What follows belongs to an exercise in optimizing a design on an open flow for small area and a short achievable clock period; a production flow would make more cautious choices.
In this exercise RTL edits were held to simulation tests only and were not proved equivalent to the original.
Power is estimated from default activity; no workload was simulated.

[flow/config.mk]
export PLATFORM = sky130hd
export DESIGN_NAME = stable_sorted_priority_queue
export DESIGN_NICKNAME = stable_sorted_priority_queue
export VERILOG_FILES = /design/flow/design.v
export SDC_FILE = /design/flow/constraint.sdc
export NUM_CORES = 4
export LEC_CHECK = 0
export CAP_MARGIN = 20
export CORE_MARGIN = 2
export CORE_UTILIZATION = 50
export PLACE_DENSITY = 0.6
export SETUP_SLACK_MARGIN = 0.2
export SLEW_MARGIN = 20
[flow/run.sh]
#!/bin/bash
# synth_recipe.tcl (not shown) runs the flow's synth.tcl, then flattens the netlist and writes it again
# the make line also repeats each setting of config.mk as NAME=value (left out here)
make -C /OpenROAD-flow-scripts/flow DESIGN_CONFIG=/design/flow/config.mk WORK_HOME=/design/flow/orfs CLKGATE_MAP_FILE= SYNTH_SCRIPT=/design/flow/synth_recipe.tcl finish
[flow/constraint.sdc]
create_clock -name core_clock -period 5.5 [get_ports {i_clk}]
set_input_delay 1.1000 -clock core_clock [delete_from_list [all_inputs] [get_ports {i_clk}]]
set_output_delay 1.1000 -clock core_clock [all_outputs]
set_load 0.01 [all_outputs]
[flow/design.v]
package sspq_pkg;
    localparam int TAG_BITS = 16;
    typedef enum logic [1:0] {
        ACT_PUSH = 2'd0,
        ACT_POP  = 2'd1,
        ACT_PEEK = 2'd2
    } t_action;
    typedef enum logic [1:0] {
        ST_OK    = 2'd0,
        ST_FULL  = 2'd1,
        ST_EMPTY = 2'd2
    } t_status;
    typedef struct packed {
        logic push;
        logic pop;
    } t_cell_cmd;
    typedef struct packed {
        logic occ;   
        logic gt;    
    } t_cell_flags;
endpackage
module sspq_cell #(
    parameter int KEY_BITS = 16
) (
    input  logic                         i_clk,
    input  logic                         i_rst_n,
    input  sspq_pkg::t_cell_cmd          i_cmd,
    input  logic [KEY_BITS-1:0]          i_new_key,
    input  logic [sspq_pkg::TAG_BITS-1:0] i_new_tag,
    input  sspq_pkg::t_cell_flags        i_prev_flags,
    input  logic [KEY_BITS-1:0]          i_prev_key,
    input  logic [sspq_pkg::TAG_BITS-1:0] i_prev_tag,
    input  logic                         i_next_occ,
    input  logic [KEY_BITS-1:0]          i_next_key,
    input  logic [sspq_pkg::TAG_BITS-1:0] i_next_tag,
    output sspq_pkg::t_cell_flags        o_flags,
    output logic [KEY_BITS-1:0]          o_key,
    output logic [sspq_pkg::TAG_BITS-1:0] o_tag
);
    logic                r_occ, n_occ;
    logic [KEY_BITS-1:0] r_key, n_key;
    logic [sspq_pkg::TAG_BITS-1:0] r_tag, n_tag;
    logic                gt;
    assign gt = r_occ && (r_key > i_new_key);
    always_comb begin
        n_occ = r_occ;
        n_key = r_key;
        n_tag = r_tag;
        if (i_cmd.pop) begin
            n_occ = i_next_occ;
            n_key = i_next_key;
            n_tag = i_next_tag;
        end else if (i_cmd.push) begin
            if (i_prev_flags.gt) begin
                n_occ = 1'b1;
                n_key = i_prev_key;
                n_tag = i_prev_tag;
            end else if (i_prev_flags.occ && (!r_occ || gt)) begin
                n_occ = 1'b1;
                n_key = i_new_key;
                n_tag = i_new_tag;
            end
        end
    end
    always_ff @(posedge i_clk) begin
        if (!i_rst_n) begin
            r_occ <= 1'b0;
        end else begin
            r_occ <= n_occ;
        end
        r_key <= n_key;
        r_tag <= n_tag;
    end
    assign o_flags.occ = r_occ;
    assign o_flags.gt  = gt;
    assign o_key       = r_key;
    assign o_tag       = r_tag;
endmodule
module stable_sorted_priority_queue #(
    parameter int QUEUE_DEPTH = 32,
    parameter int KEY_BITS    = 16,
    localparam int CW         = $clog2(QUEUE_DEPTH + 1)
) (
    input  logic                          i_clk,
    input  logic                          i_rst_n,
    input  logic                          i_in_valid,
    output logic                          o_in_stall,
    input  logic [1:0]                    i_action,
    input  logic [sspq_pkg::TAG_BITS-1:0] i_entry_tag,
    input  logic [KEY_BITS-1:0]           i_base_key,
    input  logic [KEY_BITS-1:0]           i_key_increment,
    output logic                          o_out_valid,
    input  logic                          i_out_stall,
    output logic [sspq_pkg::TAG_BITS-1:0] o_out_tag,
    output logic [KEY_BITS-1:0]           o_out_key,
    output logic [1:0]                    o_status,
    output logic [CW-1:0]                 o_occupancy
);
    logic [QUEUE_DEPTH-1:0]                               occs;
    logic [QUEUE_DEPTH-1:0]                               gts;
    logic [QUEUE_DEPTH-1:0][KEY_BITS-1:0]                 keys;
    logic [QUEUE_DEPTH-1:0][sspq_pkg::TAG_BITS-1:0]       tags;
    sspq_pkg::t_cell_cmd           cmd;
    logic                accept;
    logic                is_push, is_pop, is_peek;
    logic                full, empty;
    logic [KEY_BITS:0]   key_sum;
    logic [KEY_BITS-1:0] new_key;
    logic [CW-1:0]       r_count, n_count;
    logic                r_out_valid;
    logic [sspq_pkg::TAG_BITS-1:0] r_out_tag, n_out_tag;
    logic [KEY_BITS-1:0] r_out_key, n_out_key;
    sspq_pkg::t_status             r_status, n_status;
    assign o_in_stall = r_out_valid && i_out_stall;
    assign accept     = i_in_valid && !o_in_stall;
    assign is_push = (i_action == sspq_pkg::ACT_PUSH);
    assign is_pop  = (i_action == sspq_pkg::ACT_POP);
    assign is_peek = (i_action == sspq_pkg::ACT_PEEK);
    assign full    = (r_count == CW'(QUEUE_DEPTH));
    assign empty   = (r_count == '0);
    assign key_sum = {1'b0, i_base_key} + {1'b0, i_key_increment};
    assign new_key = key_sum[KEY_BITS] ? {KEY_BITS{1'b1}} : key_sum[KEY_BITS-1:0];
    assign cmd.push = accept && is_push && !full;
    assign cmd.pop  = accept && is_pop && !empty;
    genvar gi;
    generate
        for (gi = 0; gi < QUEUE_DEPTH; gi++) begin : g_cell
            sspq_pkg::t_cell_flags         prev_flags;
            logic [KEY_BITS-1:0] prev_key;
            logic [sspq_pkg::TAG_BITS-1:0] prev_tag;
            logic                next_occ;
            logic [KEY_BITS-1:0] next_key;
            logic [sspq_pkg::TAG_BITS-1:0] next_tag;
            sspq_pkg::t_cell_flags         cell_flags;
            if (gi == 0) begin : g_head
                assign prev_flags.occ = 1'b1;
                assign prev_flags.gt  = 1'b0;
                assign prev_key       = '0;
                assign prev_tag       = '0;
            end else begin : g_body
                assign prev_flags.occ = occs[gi-1];
                assign prev_flags.gt  = gts[gi-1];
                assign prev_key   = keys[gi-1];
                assign prev_tag   = tags[gi-1];
            end
            if (gi == QUEUE_DEPTH - 1) begin : g_tail
                assign next_occ = 1'b0;
                assign next_key = '0;
                assign next_tag = '0;
            end else begin : g_mid
                assign next_occ = occs[gi+1];
                assign next_key = keys[gi+1];
                assign next_tag = tags[gi+1];
            end
            sspq_cell #(
                .KEY_BITS(KEY_BITS)
            ) u_cell (
                .i_clk        (i_clk),
                .i_rst_n      (i_rst_n),
                .i_cmd        (cmd),
                .i_new_key    (new_key),
                .i_new_tag    (i_entry_tag),
                .i_prev_flags (prev_flags),
                .i_prev_key   (prev_key),
                .i_prev_tag   (prev_tag),
                .i_next_occ   (next_occ),
                .i_next_key   (next_key),
                .i_next_tag   (next_tag),
                .o_flags      (cell_flags),
                .o_key        (keys[gi]),
                .o_tag        (tags[gi])
            );
            assign occs[gi] = cell_flags.occ;
            assign gts[gi]  = cell_flags.gt;
        end
    endgenerate
    always_comb begin
        n_count   = r_count;
        n_out_tag = '0;
        n_out_key = '0;
        n_status  = sspq_pkg::ST_OK;
        if (is_push) begin
            if (full) begin
                n_status = sspq_pkg::ST_FULL;
            end else begin
                n_count = r_count + CW'(1);
            end
        end else if (is_pop || is_peek) begin
            if (empty) begin
                n_status = sspq_pkg::ST_EMPTY;
            end else begin
                n_out_tag = tags[0];
                n_out_key = keys[0];
                if (is_pop) begin
                    n_count = r_count - CW'(1);
                end
            end
        end
    end
    always_ff @(posedge i_clk) begin
        if (!i_rst_n) begin
            r_count     <= '0;
            r_out_valid <= 1'b0;
        end else begin
            if (accept) begin
                r_count     <= n_count;
                r_out_valid <= 1'b1;
            end else if (!i_out_stall) begin
                r_out_valid <= 1'b0;
            end
        end
        if (accept) begin
            r_out_tag <= n_out_tag;
            r_out_key <= n_out_key;
            r_status  <= n_status;
        end
    end
    assign o_out_valid = r_out_valid;
    assign o_out_tag   = r_out_tag;
    assign o_out_key   = r_out_key;
    assign o_status    = r_status;
    assign o_occupancy = r_count;
endmodule
==> run summary <==
==> registers in the layout, summed over array words and instances (netlist names) <==
| register | flops |
|---|---|
| g_cell.u_cell.r_occ | 32 |
| r_out_valid | 1 |
| r_count | 6 |
| r_out_key | 16 |
| g_cell.u_cell.r_tag | 512 |
| r_out_tag | 16 |
| g_cell.u_cell.r_key | 512 |
| r_status | 2 |
==> logic make-up (layout without fill, tap and decap cells) <==
group,Yosys count,after routing
xor+xnor,63,63
simple gates,1986,1986
buf+inv,628,1138
flops,1097,1097
fa+ha+maj,484,484
compound gates,1711,1739
other cells,0,1
mux,584,584
==> worst min-delay path, stage by stage, from the launching register on <==
cell      delay (ns)
dfxtp_1         0.32
nand2b_1        0.07
a21oi_1         0.05
==> cells in the final DEF, fill, tap and decap left out, drive strengths merged, types with 65 or more instances in the layout <==
master / instances
a211oi: 306
a21o: 125
a21oi: 362
buf: 683
clkbuf: 200
clkdlybuf4s50: 65
dfxtp: 71
edfxtp: 1026
ha: 470
inv: 108
mux2i: 584
nand2: 671
nand3: 148
nand4: 65
nor2: 570
nor3: 323
o211ai: 69
o21ai: 566
==> layer usage <==
layer	vias up	wire (um)
met5	-	25
met4	4	16200
met3	657	24700
met2	3192	107000
met1	27600	107000
li1	25700	-
==> cells in the mapped netlist (9+ instances only) <==
cell type | n | area [sq um]
edfxtp_1 | 1026 | 30800
nand2_1 | 666 | 2500
mux2i_1 | 584 | 5850
nor2_1 | 565 | 2120
ha_1 | 470 | 5880
o21ai_0 | 407 | 2040
a21oi_1 | 361 | 1810
nor3_1 | 322 | 1610
clkbuf_1 | 316 | 1190
a211oi_1 | 287 | 2150
o21ai_1 | 159 | 796
nand3_1 | 137 | 686
a21o_1 | 125 | 938
inv_1 | 108 | 405
buf_2 | 85 | 425
dfxtp_1 | 71 | 1420
o211ai_1 | 67 | 503
nand4_1 | 65 | 407
xnor2_1 | 56 | 490
and3_1 | 55 | 344
buf_4 | 49 | 368
nand2b_1 | 43 | 269
a221oi_1 | 40 | 350
a31oi_1 | 40 | 250
buf_6 | 37 | 417
o31ai_1 | 34 | 255
o221a_2 | 32 | 360
nor2b_1 | 30 | 188
buf_1 | 27 | 101
a31o_2 | 22 | 193
and4_1 | 22 | 193
a211oi_2 | 19 | 238
o21a_1 | 14 | 105
a221o_1 | 13 | 130
maj3_1 | 12 | 120
o2111ai_1 | 12 | 105
a221oi_2 | 11 | 165
or3_1 | 9 | 56.3
==> power breakdown <==
group	leakage, nW	internal, mW	total (mW)	switching [mW]
logic	21.0	2.73	6.62	3.89
clock network	1.98	4.82	8.47	3.65
registers	9.82	9.81	10.2	0.385
==> layout make-up <==
| type | count | share of cell area (%) |
|---|---|---|
| Clock inverter | 57 | 0.598 |
| Sequential cell | 1097 | 39.2 |
| Tap cell | 1781 | 2.71 |
| Antenna cell | 1 | 0.00305 |
| Clock buffer | 174 | 4.31 |
| Multi-Input combinational cell | 4856 | 42.4 |
| Inverter | 108 | 0.533 |
| Timing Repair Buffer | 799 | 10.2 |
==> final timing paths <==
| kind | from | endpoint | slack (ns) |
|---|---|---|---|
| setup / recovery | i_key_increment[8] | g_cell[13].u_cell.r_tag[4] | 0.29 |
| hold reg to reg | g_cell[31].u_cell.r_key[0] | g_cell[31].u_cell.r_key[0] | 0.48 |
| setup reg to reg | r_count[1] | g_cell[13].u_cell.r_key[3] | 1.65 |
| hold / removal | g_cell[31].u_cell.r_key[0] | g_cell[31].u_cell.r_key[0] | 0.48 |
==> repair_timing <==
action | CTS | global route
setup endpoints to repair | 1805 | 1949
setup buffers | 27 | 58
gates cloned | 22 | 34
pin swaps | 26 | 82
resized for setup | 72 | 201
==> run summary <==
| Group | Parameter | Value |
| --- | --- | --- |
| layout | Non-filler instance count after layout | 8873 |
| layout | Area of the multi-input gates | 34900 sq um |
| sta | Number of endpoints failing setup at the final stage | 0 |
| setup path | Critical Path Sink Type | flop |
| setup path | Crit path required time | 6.00 ns |
| sta | Final Hold Viols | 0 |
| cts | Hold bufs inserted after CTS | 0 |
| logic synthesis | Dominant combinational cell family by area after synthesis | compound AO/OA/AOI/OAI gates |
| logic synthesis | Post-Synthesis Cells | 6553 |
| power | Leak Pwr | 32.8 nW |
| logic synthesis | Simple-gate area share of the yosys netlist | 13.3% |
| layout | Fill cell instance count of the final layout | 11100 |
| placed design | Half-perimeter wire length of the detailed placement result | 169000 um |
| setup path | Critical-path top delay cell | clkdlybuf4s50_1 |
| placed design | Count of input and output buffers | 95 |
| cts | Sinks on Clock Net | 1097 |
| cts | CTS H-tree lvls | 4 |
| global routing | Antenna violations before repair | 2 |
| sta | RSZ-0062 raised after global routing | false |
| logic synthesis | Post-synth design cell area | 67700 sq um |
| worst hold path | Hold WC Path Type | flop to flop |
| setup path | Total stage count of the critical path | 25 |
| cts | Clock-pin slew on the worst setup and hold paths | 0.06 ns |
| global routing | Largest net degree at the start of global routing | 180 |
| floorplanning | Ports | 96 |
| floorplanning | Chip Height | 372 um |
| floorplanning | Effective utilization at floorplan | 50.2% |
| global routing | Global-route wire length before repair | 355000 um |
| sta | Smallest hold slack | 0.483 ns |
| sta | Tmin final | 5.21 ns |
| logic synthesis | XOR/XNOR share of the synthesized area | 0.815% |
| sta | Max-slew violation count | 0 |
| placed design | Routability Congestion | 0.969 |
| global routing | Overflow after GRT | 0 |
| global routing | Global routing's busiest layer | met1 |
| logic synthesis | Yosys warnings | 2 |
| power | Total power consumption of the routed design | 25.3 mW |
| layout | Area occupied by registers | 32200 sq um |
| drt | Number of remaining DRC errors | 0 |
| setup path | Arr. time, crit path | 5.71 ns |
| setup path | Worst stage delay on the critical path | 0.46 ns |
| setup path | Crit path buffers/inverters | 9 |
| logic synthesis | Portion of netlist area occupied by mux cells | 8.63% |
| floorplanning | Die area | 138000 sq um |
| drt | Aggregate routed wire length | 255000 um |
| setup path | Critical Setup Path Class | input port to flop |
| global routing | Vias in the first global route | 52800 |
| drt | Number of vias per cell after detailed routing | 6.45 |
| drt | Number of DRC markers after the initial detailed-route iteration | 7547 |
| sta | Fmax | 192 MHz |
| floorplanning | Std cell rows | 135 |
| sta | Total negative setup slack | 0 ns |
| drt | Via count | 57200 |
| logic synthesis | Post-Syn Area per Cell | 10.3 sq um |
| job | MaxCap Viol Count | 0 |
| cts | Clock tree from TritonCTS | yes |
| logic synthesis | Netlist cell types | 93 |
| logic synthesis | Compound-cell area share of the yosys netlist | 16.4% |
| layout | Fraction of final layout cells with drive strength greater than 1 | 18.0% |
| power | Worst vdd rail ir drop | 0.266 mV |
| global routing | Global routing usage on met2 | 49.1% |
| floorplanning | Die Wd | 372 um |
| drt | Final antenna-violating net count | 0 |
| global routing | Global router's overall resource usage | 34.4% |
| sta | Worst slew slack as a fraction of its limit | 34.3% |
| logic synthesis | Synthesized-area fraction occupied by adder cells | 8.92% |
| floorplanning | Core region area | 135000 sq um |
| worst hold path | Worst hold path cell count | 2 |
| sta | Setup slack of the critical path after layout | 0.289 ns |
| setup path | Kind of start point of the critical path | input port |
| layout | Final instance area | 82200 sq um |
| layout | Final core area utilization | 60.9% |
| global routing | Routing usage on met3 | 6.49% |
| drt | Wire length per cell after detailed routing | 28.8 um |
| cts | Cts bufs inserted | 130 |
| layout | Area growth from synthesis to layout | 21.4% |
| sta | Final worst path period share | 94.7% |
| sta | Post-Route Skew | 0.0259 ns |
| setup path | Most frequent CP cell | buf_12 |
| drt | 1st-pass router iterations | 6 |
| placed design | Worst slack at placement | -0.939 ns |
| sta | Transition time of the tightest slew-check pin | 0.986 ns |
| global routing | Met1 usage in global routing | 50.0% |
| setup path | Cell family with most CP delay | buffers and inverters |
| logic synthesis | Share of flip-flops with an asynchronous set or reset | 0% |
| logic synthesis | Synthesized netlist net count | 7079 |
| setup path | Worst-path fanout max | 8 |
| cts | CTS Root Cell | clkbuf_16 |
| cts | Clk Latency, worst-skew pair | 0.78 ns |
| placed design | Placed insts | 8500 |
| placed design | Post-detailed-placement cell area | 75100 sq um |
| setup path | Cell count of the worst reg-to-reg path | 7 |
| logic synthesis | Number of flip-flops and latches in the synthesized netlist | 1097 |
| logic synthesis | Post-synthesis sequential area ratio | 47.6% |
| logic synthesis | Number of enable-type register cells in the synthesized netlist | 1026 |
| logic synthesis | Flip-flop cell with the highest count after synthesis | edfxtp_1 |
| power | Areal power density over the cells | 308 nW/um^2 |
| cts | CTS Buffer Depth | 3 |
| status | Status | finished clean |
| layout | Number of nets at the end of the flow | 7518 |

-- static timing again, ports no longer ideal --
How much do the figures lean on ideal ports? The routed layout below was timed once more, with nothing changed but the port constraints.
Step 1: set_driving_cell puts a clkbuf_16 on i_clk and a buf_2 on each other input, an assumption about the parent block.
Step 2 also shifts input and output timing later by t, the mid clock arrival at the registers, as if the neighbouring blocks saw the same clock.
Three values: ideal ports, drivers, drivers and shift; two values: the first two.
t, ns: 0.839
slack for setup (ns): 0.289 / 0.340 / -0.498
worst data-port slew with drivers (ns): 0.13
cell pins on the clock port's net: 1
Met with ideal ports but missed after step 2: setup timing in this run. The setup slack of this run moves by +0.051 ns with the drivers and by -0.787 ns with both steps.
